This is an optimization exercise on Yosys and OpenROAD, whose aim is small area, a short achievable clock period and few clock cycles, not a production implementation. Function was checked by simulation only, so behaviour that the tests miss may differ from the original.

==> 01-06 <==
Design kepler_equation_solver_unit, start of the top module:
module kepler_equation_solver_unit #(
	parameter int MAX_ITERATIONS = 30
) (
	input  logic             clk,
	input  logic             arst_n,
	input  logic             start,
	output logic             busy,
	input  logic [31:0]      mean_anomaly,
	input  logic [27:0]      eccentricity,
	output logic             done,
	output logic [31:0]      eccentric_anomaly,
	output logic [4:0]       step_count,
	output logic             converged,
	input  logic             psel,
	input  logic             penable,
	input  logic             pwrite,
	input  logic [2:0]       paddr,
	input  logic [31:0]      pwdata,
	output logic [31:0]      prdata,
	output logic             pready
);
make LEC_CHECK=0 CAP_MARGIN=20 CORE_MARGIN=2 CORE_UTILIZATION=40 SETUP_SLACK_MARGIN=5 SLEW_MARGIN=20 finish   # period 13.0 ns
run.sh (not shown) runs the stock make flow with config.mk's settings and CLKGATE_MAP_FILE= SYNTH_SCRIPT=/design/flow/synth_recipe.tcl, a recipe that flattens the netlist after the stock synthesis.
==> inputs of 07-27, as changes to 01-06 <==
--- a/flow/design.v
+++ b/flow/design.v
@@ -36,15 +36,18 @@
 			4'd9:    r = 31'd357913941;
 			default: r = 31'd0;
 		endcase
 		horner_r = r;
 	endfunction
 endpackage
 module kes_ctrl #(
-	parameter int NDIV = 16
+	parameter int NDIV = 16,
+	parameter int NB = 6,                  
+	localparam int BW = $clog2(NB),
+	localparam int SW = $clog2(NB + 2) + 1  
 ) (
 	input  logic        clk,
 	input  logic        arst_n,
 	input  logic        start,
 	input  logic        big,       
 	input  logic        finish,    
 	output logic        load,      
@@ -61,32 +64,31 @@
 	output logic        p_k2,
 	output logic        p_div,
 	output logic        p_dfirst,
 	output logic        p_dlast,
 	output logic        p_u2,
 	output logic        bw,        
 	output logic        bwctx,
-	output logic        bslot,
-	output logic [3:0]  osel,      
+	output logic [BW-1:0] bslot,
+	output logic [NB+1:0] osel,    
 	output logic        busy,
 	output logic        done
 );
 	function automatic logic [23:0] rom(input logic [4:0] pc);
 		logic [4:0] sa;
 		logic [3:0] sb, sr, kc;
 		logic [2:0] sc, op;
 		logic       cs;
 		sa = '0; sb = '0; sr = 4'd15; sc = '0; op = '0; cs = 1'b0; kc = 4'd0;
 		case (pc)
 			5'd0:  begin op = 3'd1; end
 			5'd1:  begin sa = 5'b00001; sb = 4'b0001; op = 3'd2; end
-			5'd2:  begin op = 3'd6; end
 			5'd3:  begin sa = 5'b00010; sr = 4'd0; op = 3'd3; end
 			5'd4:  begin sa = 5'b00100; sr = 4'd5; end
-			5'd5:  begin sa = 5'b00100; sb = 4'b0010; sc = 3'b001; kc = 4'd0; end
+			5'd5:  begin sa = 5'b00100; sb = 4'b0010; sc = 3'b001; kc = 4'd0; op = 3'd6; end
 			5'd6:  begin sa = 5'b00100; sb = 4'b0010; sc = 3'b001; cs = 1'b1; kc = 4'd5; end
 			5'd7:  begin sa = 5'b00010; sr = 4'd1; op = 3'd4; end
 			5'd8:  begin sa = 5'b00010; sr = 4'd6; op = 3'd5; end
 			5'd9:  begin sa = 5'b00100; sb = 4'b0010; sc = 3'b001; kc = 4'd1; end
 			5'd10: begin sa = 5'b00100; sb = 4'b0010; sc = 3'b001; cs = 1'b1; kc = 4'd6; end
 			5'd11: begin sa = 5'b00010; sr = 4'd2; op = 3'd4; end
 			5'd12: begin sa = 5'b00010; sr = 4'd7; op = 3'd5; end
@@ -119,31 +121,31 @@
 	localparam logic [2:0] P_K2   = 3'd3;
 	localparam logic [2:0] P_K3   = 3'd4;
 	localparam logic [2:0] P_DIV  = 3'd5;
 	localparam logic [2:0] P_U1   = 3'd6;
 	localparam logic [2:0] P_U2   = 3'd7;
 	logic [2:0]  cs_q [2];
 	logic [2:0]  cs_n [2];
-	logic [2:0]  seq_q [2];
-	logic [2:0]  bseq_q [2];
-	logic [1:0]  bv_q, bv_n, bout_q;
-	logic [2:0]  inseq_q, outseq_q;
-	logic [3:0]  osel_q, osel_n;
+	logic [SW-1:0] seq_q [2];
+	logic [SW-1:0] bseq_q [NB];
+	logic [NB-1:0] bv_q, bv_n, bout_q, o_buf;
+	logic [SW-1:0] inseq_q, outseq_q;
+	logic [NB+1:0] osel_q, osel_n;
 	logic        mrun_q, mrun_n, cur_q, cur_n;
 	logic [3:0]  tq_q, tq_n;
 	logic        lastctx_q, lastctx_n;
 	logic [4:0]  pc_q, pc_n;
 	logic [2:0]  ps_q, ps_n;
 	logic        pctx_q, pctx_n;
 	logic [$clog2(NDIV)-1:0] divc_q, divc_n;
 	logic [23:0] cw_q, cw_n;
 	logic        dfirst_q, dlast_q;
-	logic [1:0]  freeish, rdy, fin_now, o_ctx, o_buf, fin_wait;
+	logic [1:0]  freeish, rdy, fin_now, o_ctx, fin_wait;
 	logic        older1;
-	logic [2:0]  age0, age1;
+	logic [SW-1:0] age0, age1;
 	always_comb begin
 		for (int c = 0; c < 2; c++)
 			freeish[c] = (cs_q[c] == C_FREE) || (cs_q[c] == C_OUT);
 		busy = !(freeish[0] || freeish[1]);
 		load = start && !busy;
 		lctx = !freeish[0];
 		for (int c = 0; c < 2; c++) begin
@@ -154,21 +156,25 @@
 		age0 = seq_q[0] - outseq_q;
 		age1 = seq_q[1] - outseq_q;
 		older1 = age1 < age0;
 		pick_ctx = (rdy[0] && rdy[1]) ? older1 : rdy[1];
 		for (int c = 0; c < 2; c++) begin
 			o_ctx[c] = (seq_q[c] == outseq_q)
 			        && ((cs_q[c] == C_FIN) || (fin_now[c] && finish));
-			o_buf[c] = bv_q[c] && !bout_q[c] && (bseq_q[c] == outseq_q);
 			fin_wait[c] = (cs_q[c] == C_FIN) && !o_ctx[c];
 		end
+		for (int b = 0; b < NB; b++)
+			o_buf[b] = bv_q[b] && !bout_q[b] && (bseq_q[b] == outseq_q);
 		osel_n = {o_buf, o_ctx};
-		bw    = (fin_wait[0] || fin_wait[1]) && !(bv_q[0] && bv_q[1]);
+		bw    = (fin_wait[0] || fin_wait[1]) && !(&bv_q);
 		bwctx = !fin_wait[0];
-		bslot = bv_q[0];
+		bslot = '0;
+		for (int b = NB - 1; b >= 0; b--)
+			if (!bv_q[b])
+				bslot = BW'(b);
 		bv_n  = bv_q & ~bout_q;
 		if (bw)
 			bv_n[bslot] = 1'b1;
 		for (int c = 0; c < 2; c++) begin
 			cs_n[c] = cs_q[c];
 			case (cs_q[c])
 				C_FREE, C_OUT: cs_n[c] = C_FREE;
@@ -225,16 +231,16 @@
 	end
 	always_ff @(posedge clk or negedge arst_n) begin
 		if (!arst_n) begin
 			cs_q[0]   <= C_FREE;
 			cs_q[1]   <= C_FREE;
 			seq_q[0]  <= '0;
 			seq_q[1]  <= '0;
-			bseq_q[0] <= '0;
-			bseq_q[1] <= '0;
+			for (int b = 0; b < NB; b++)
+				bseq_q[b] <= '0;
 			bv_q      <= '0;
 			bout_q    <= '0;
 			inseq_q   <= '0;
 			outseq_q  <= '0;
 			osel_q    <= '0;
 			mrun_q    <= 1'b0;
 			tq_q      <= '0;
@@ -248,21 +254,21 @@
 			dfirst_q  <= 1'b0;
 			dlast_q   <= 1'b0;
 		end else begin
 			cs_q[0]  <= cs_n[0];
 			cs_q[1]  <= cs_n[1];
 			if (load) begin
 				seq_q[lctx] <= inseq_q;
-				inseq_q     <= inseq_q + 3'd1;
+				inseq_q     <= inseq_q + SW'(1);
 			end
 			if (bw)
 				bseq_q[bslot] <= seq_q[bwctx];
 			bv_q     <= bv_n;
 			bout_q   <= o_buf;
-			outseq_q <= outseq_q + 3'(|osel_n);
+			outseq_q <= outseq_q + SW'(|osel_n);
 			osel_q   <= osel_n;
 			mrun_q   <= mrun_n;
 			tq_q     <= tq_n;
 			lastctx_q <= lastctx_n;
 			cur_q    <= cur_n;
 			pc_q     <= pc_n;
 			ps_q     <= ps_n;
@@ -3448,14 +3454,16 @@
 	assign g6_60 = g5_60 | (p5_60 & g5_31);
 	assign p6_60 = p5_60 & p5_31;
 	assign cy = {g6_59, g6_58, g6_57, g6_56, g6_55, g6_54, g6_53, g6_52, g6_51, g6_50, g6_49, g6_48, g6_47, g6_46, g6_45, g6_44, g6_43, g6_42, g6_41, g6_40, g6_39, g6_38, g6_37, g6_36, g6_35, g6_34, g6_33, g6_32, g5_31, g5_30, g5_29, g5_28, g5_27, g5_26, g5_25, g5_24, g5_23, g5_22, g5_21, g5_20, g5_19, g5_18, g5_17, g5_16, g4_15, g4_14, g4_13, g4_12, g4_11, g4_10, g4_9, g4_8, g3_7, g3_6, g3_5, g3_4, g2_3, g2_2, g1_1, g0[0], 1'b0};
 	assign p = p0 ^ cy;
 endmodule
 module kes_datapath #(
 	parameter int MAX_ITERATIONS = 30,
+	parameter int NB = 6,
+	localparam int BW = $clog2(NB),
 	localparam int CW = $clog2(MAX_ITERATIONS + 1),
 	localparam int QB = 32
 ) (
 	input  logic               clk,
 	input  logic               load,
 	input  logic               lctx,
 	input  logic               pick,
@@ -3470,16 +3478,16 @@
 	input  logic               p_k2,
 	input  logic               p_div,
 	input  logic               p_dfirst,
 	input  logic               p_dlast,
 	input  logic               p_u2,
 	input  logic               bw,
 	input  logic               bwctx,
-	input  logic               bslot,
-	input  logic [3:0]         osel,
+	input  logic [BW-1:0]      bslot,
+	input  logic [NB+1:0]      osel,
 	input  logic signed [31:0] mean_anomaly,
 	input  logic [27:0]        eccentricity,
 	input  logic [27:0]        tolerance,
 	output logic               big,
 	output logic               finish,
 	output logic signed [31:0] eccentric_anomaly,
 	output logic [4:0]         step_count,
@@ -3494,35 +3502,36 @@
 	logic [3:0] kc;
 	assign {sa, sb, sr, sc, op, cs, kc} = cw;
 	logic signed [31:0] m_q [2];
 	logic signed [31:0] ea_q [2];
 	logic [27:0]        e_q [2];
 	logic [CW-1:0]      cnt_q [2];
 	logic               conv_q [2];
-	logic signed [31:0] bea_q [2];
-	logic [CW-1:0]      bcnt_q [2];
-	logic               bconv_q [2];
+	logic signed [31:0] bea_q [NB];
+	logic [CW-1:0]      bcnt_q [NB];
+	logic               bconv_q [NB];
 	logic [27:0]        ecur_q;
 	logic [4:0]         kpos_q, kneg_q;
 	logic [1:0]         kq_q;
 	logic signed [34:0] x0_q;
 	logic [29:0]        a_q;
 	logic               xneg_q;
 	logic [1:0]         quad_q;
 	logic [29:0]        y_q, v_q;
 	logic [8:0]         ns_q, nc_q;
 	logic [29:0]        opa_q;
 	logic [30:0]        opb_q;
-	logic [29:0]        opc_q, opc2_q;
+	logic [2:0]         sc1_q, sc2_q;
 	logic               msk_q, cupm2_q;
 	logic [8:0]         qe9_q, n9_q;
 	logic [3:0]         kc_q;
 	logic [30:0]        pes_q, pcr_q;
 	logic               peven_q, psneg_q, pcneg_q;
 	logic signed [35:0] d4_q, f_q, nf_q;
+	logic signed [31:0] pea_q;
 	logic               fneg_q, fzero_q, big_q;
 	logic [30:0]        d_q;
 	logic [32:0]        d3_q;
 	logic [30:0]        rem_q;
 	logic [QB-1:0]      rq_q;
 	logic [27:0]        dq_q;
 	function automatic logic signed [34:0] fold_t(input int j);
@@ -3572,20 +3581,20 @@
 	logic [28:0] qe;
 	logic [8:0]  nsel;
 	logic [7:0]  kk;
 	logic [8:0]  rr9;
 	logic        cup;
 	logic [29:0] opa_n;
 	logic [30:0] opb_n;
-	logic [29:0] opc_n;
+	logic [29:0] opc;
 	kes_mul u_mul (
 		.clk (clk),
 		.a   (opa_q),
 		.b   (opb_q),
-		.c   (opc2_q & ~{30{cupm2_q}}),
+		.c   (opc),
 		.p   (prod)
 	);
 	assign qe   = prod[60:32];
 	assign nsel = cs ? nc_q : ns_q;
 	assign kk   = kes_pkg::horner_k(kc_q);
 	assign rr9  = n9_q - 9'(qe9_q * kk);
 	assign cup  = rr9 >= {1'b0, kk};
@@ -3596,17 +3605,17 @@
 		      | ({30{sa[3]}} & a_q)
 		      | ({30{sa[4]}} & {2'b0, ecur_q});
 		opb_n = ({31{sb[0]}} & {1'b0, fa})
 		      | ({31{sb[1]}} & {2'b01, ~qe})
 		      | ({31{sb[2]}} & prod[60:30])
 		      | ({31{sb[3]}} & {1'b0, ~v_q})
 		      | kes_pkg::horner_r(sr);
-		opc_n = ({30{sc[0]}} & y_q)
-		      | ({30{sc[1]}} & a_q)
-		      | ({30{sc[2]}} & {2'b0, ecur_q});
+		opc   = (({30{sc2_q[0]}} & y_q)
+		      | ({30{sc2_q[1]}} & a_q)
+		      | ({30{sc2_q[2]}} & {2'b0, ecur_q})) & ~{30{cupm2_q}};
 	end
 	logic               sneg, cneg;
 	logic [35:0]        psx, npsx;
 	logic [32:0]        pcx;
 	logic signed [35:0] f_n, nf_n;
 	logic signed [32:0] d33;
 	logic [30:0]        d_n;
@@ -3654,15 +3663,15 @@
 	logic [CW-1:0]      cnt_next;
 	assign qhi     = rq_q[28:0];
 	assign qbig    = rq_q[28] || (rq_q[27] && ((rq_q[26:0] != 27'd0) || (dig != 2'd0)));
 	assign qhi1    = qhi + 29'd1;
 	assign dq_last = qbig ? kes_pkg::DQ_MAX : (dig[1] ? qhi1[27:0] : qhi[27:0]);
 	assign dq      = big_q ? kes_pkg::DQ_MAX : dq_q;
 	assign conv_n  = dq <= tolerance;
-	assign ea_w = $signed({{2{ea_q[pctx][31]}}, ea_q[pctx]});
+	assign ea_w = $signed({{2{pea_q[31]}}, pea_q});
 	assign dq_s = $signed({6'b0, dq});
 	always_comb begin
 		if (fzero_q)
 			ea_n = ea_w;
 		else if (fneg_q)
 			ea_n = ea_w + dq_s;
 		else
@@ -3693,20 +3702,20 @@
 		if (bw) begin
 			bea_q[bslot]   <= ea_q[bwctx];
 			bcnt_q[bslot]  <= cnt_q[bwctx];
 			bconv_q[bslot] <= conv_q[bwctx];
 		end
 		opa_q <= opa_n;
 		opb_q <= opb_n;
-		opc_q   <= opc_n;
+		sc1_q   <= sc;
 		msk_q   <= sc[0] | sc[1];
 		qe9_q   <= qe[8:0];
 		n9_q    <= nsel;
 		kc_q    <= kc;
-		opc2_q  <= opc_q;
+		sc2_q   <= sc1_q;
 		cupm2_q <= msk_q & cup;
 		if (op == 3'd1) begin
 			x0_q   <= x0;
 			kpos_q <= kpos;
 			kneg_q <= kneg;
 			kq_q   <= kq;
 		end
@@ -3740,14 +3749,15 @@
 		if (p_t1) begin
 			if (peven_q)
 				pes_q <= prod[58:28];
 			else
 				pcr_q <= prod[58:28];
 		end
 		if (p_k1) begin
+			pea_q   <= ea_q[pctx];
 			if (peven_q)
 				pcr_q <= prod[58:28];
 			else
 				pes_q <= prod[58:28];
 			d4_q    <= 36'($signed({ea_q[pctx][31], ea_q[pctx]}) - $signed({m_q[pctx][31], m_q[pctx]})) <<< 2;
 		end
 		if (p_k2) begin
@@ -3764,20 +3774,35 @@
 		if (p_div) begin
 			rem_q <= rem_n;
 			rq_q  <= p_dfirst ? {30'b0, dig} : {rq_q[QB-3:0], dig};
 		end
 		if (p_dlast)
 			dq_q <= dq_last;
 	end
-	assign eccentric_anomaly = ({32{osel[0]}} & ea_q[0]) | ({32{osel[1]}} & ea_q[1])
-	                         | ({32{osel[2]}} & bea_q[0]) | ({32{osel[3]}} & bea_q[1]);
-	assign step_count        = 5'(({CW{osel[0]}} & cnt_q[0]) | ({CW{osel[1]}} & cnt_q[1])
-	                         | ({CW{osel[2]}} & bcnt_q[0]) | ({CW{osel[3]}} & bcnt_q[1]));
-	assign converged         = (osel[0] & conv_q[0]) | (osel[1] & conv_q[1])
-	                         | (osel[2] & bconv_q[0]) | (osel[3] & bconv_q[1]);
+	always_comb begin
+		logic signed [31:0] r_ea;
+		logic [CW-1:0]      r_cnt;
+		logic               r_conv;
+		r_ea   = '0;
+		r_cnt  = '0;
+		r_conv = 1'b0;
+		for (int c = 0; c < 2; c++) begin
+			r_ea   = r_ea | ({32{osel[c]}} & ea_q[c]);
+			r_cnt  = r_cnt | ({CW{osel[c]}} & cnt_q[c]);
+			r_conv = r_conv | (osel[c] & conv_q[c]);
+		end
+		for (int b = 0; b < NB; b++) begin
+			r_ea   = r_ea | ({32{osel[b + 2]}} & bea_q[b]);
+			r_cnt  = r_cnt | ({CW{osel[b + 2]}} & bcnt_q[b]);
+			r_conv = r_conv | (osel[b + 2] & bconv_q[b]);
+		end
+		eccentric_anomaly = r_ea;
+		step_count        = 5'(r_cnt);
+		converged         = r_conv;
+	end
 endmodule
 module kepler_equation_solver_unit #(
 	parameter int MAX_ITERATIONS = 30
 ) (
 	input  logic             clk,
 	input  logic             arst_n,
 	input  logic             start,
@@ -3793,30 +3818,34 @@
 	input  logic             pwrite,
 	input  logic [2:0]       paddr,
 	input  logic [31:0]      pwdata,
 	output logic [31:0]      prdata,
 	output logic             pready
 );
 	logic [27:0] tol_q;
-	logic        load, lctx, pick, pick_ctx, cur, pctx, big, finish, bw, bwctx, bslot;
-	logic [3:0]  osel;
+	localparam int NB = 6;
+	logic        load, lctx, pick, pick_ctx, cur, pctx, big, finish, bw, bwctx;
+	logic [$clog2(NB)-1:0] bslot;
+	logic [NB+1:0] osel;
 	logic        p_t0, p_tv, p_t1, p_k1, p_k2, p_div, p_dfirst, p_dlast, p_u2;
 	logic [23:0] cw;
 	logic [31:0] prdata_q;
 	assign pready = 1'b1;
 	assign prdata = prdata_q;
 	always_ff @(posedge clk or negedge arst_n) begin
 		if (!arst_n)
 			tol_q <= 28'd1;
 		else if (psel && penable && pwrite && (paddr[2] == 1'b0))
 			tol_q <= pwdata[27:0];
 	end
 	always_ff @(posedge clk)
 		prdata_q <= (paddr[2] == 1'b0) ? {4'b0, tol_q} : 32'd0;
-	kes_ctrl u_ctrl (
+	kes_ctrl #(
+		.NB (NB)
+	) u_ctrl (
 		.clk      (clk),
 		.arst_n   (arst_n),
 		.start    (start),
 		.big      (big),
 		.finish   (finish),
 		.load     (load),
 		.lctx     (lctx),
@@ -3838,15 +3867,16 @@
 		.bwctx    (bwctx),
 		.bslot    (bslot),
 		.osel     (osel),
 		.busy     (busy),
 		.done     (done)
 	);
 	kes_datapath #(
-		.MAX_ITERATIONS (MAX_ITERATIONS)
+		.MAX_ITERATIONS (MAX_ITERATIONS),
+		.NB             (NB)
 	) u_datapath (
 		.clk               (clk),
 		.load              (load),
 		.lctx              (lctx),
 		.pick              (pick),
 		.pick_ctx          (pick_ctx),
 		.cur               (cur),
==> flow/flow/run.sh (new file) <==
#!/bin/bash
set -euo pipefail
bash standard.sh finish SETUP_SLACK_MARGIN=8 > flow_make.log 2>&1
==> flow/standard.sh (new file) <==
#!/bin/bash
# synth_recipe.tcl (not shown) runs the flow's synth.tcl, then flattens the netlist and writes it again
# the make line also repeats each setting of config.mk as NAME=value (left out here)
make -C /OpenROAD-flow-scripts/flow DESIGN_CONFIG=/design/flow/config.mk WORK_HOME=/design/flow/orfs CLKGATE_MAP_FILE= SYNTH_SCRIPT=/design/flow/synth_recipe.tcl "${@:-finish}"
Settings changed: SETUP_SLACK_MARGIN 5 to default.
removed: flow/run.sh
==> notes.md <==
01-06 ran to the end with no violations. 07-27 ran to the end with no violations. Against 01-06, the synthesized cell count of 07-27 is larger by 2.8%. In 07-27 the final area is larger than in 01-06, by 10%. Between 07-27 and 01-06, the lower sequential share of layout area is in 01-06 (gap 1.7 points). In 07-27 the wire length is higher than in 01-06, by 9.3%. Against 01-06, the count of clock-buffer cells in the layout of 07-27 is higher by 20. Between 01-06 and 07-27, the lower first-iteration DRC count is in 01-06 (gap 13%, measured against 07-27). Non-clock buffer count: 01-06 is lower than 07-27 (174).
Testbench counts of 01-06, summed over its fixed seeds: cycles 135,079.
Testbench counts of 07-27, summed over its fixed seeds: cycles 123,189.

## what the ideal ports hide
Ports are ideal in the flow. The routed layouts listed here were re-timed in OpenROAD. Step 1: set_driving_cell puts a clkbuf_16 on clk and a buf_2 on each other input, an assumption about the parent block. Step 2, shift: input delay + t, output delay - t, t = (earliest + latest rising clock arrival at the registers) / 2. This alone moves slack from input paths to output paths. Slacks: ideal / step 1 / step 2; pairs: ideal / step 1.
run	t (ns)	setup slack, ns	hold WS [ns]	worst setup path at the end	cell pins on the clock port's net
01-06	0.869	6.344 / 6.344 / 6.344	0.304 / 0.304 / 0.304	register to register	1
07-27	0.900	7.913 / 7.913 / 7.260	0.306 / 0.306 / 0.306	input to register	1
After both steps setup and hold are still met in every run listed. For 07-27, which loses most, drivers alone change the setup slack by 0.000 ns; drivers and shift together by -0.653 ns.
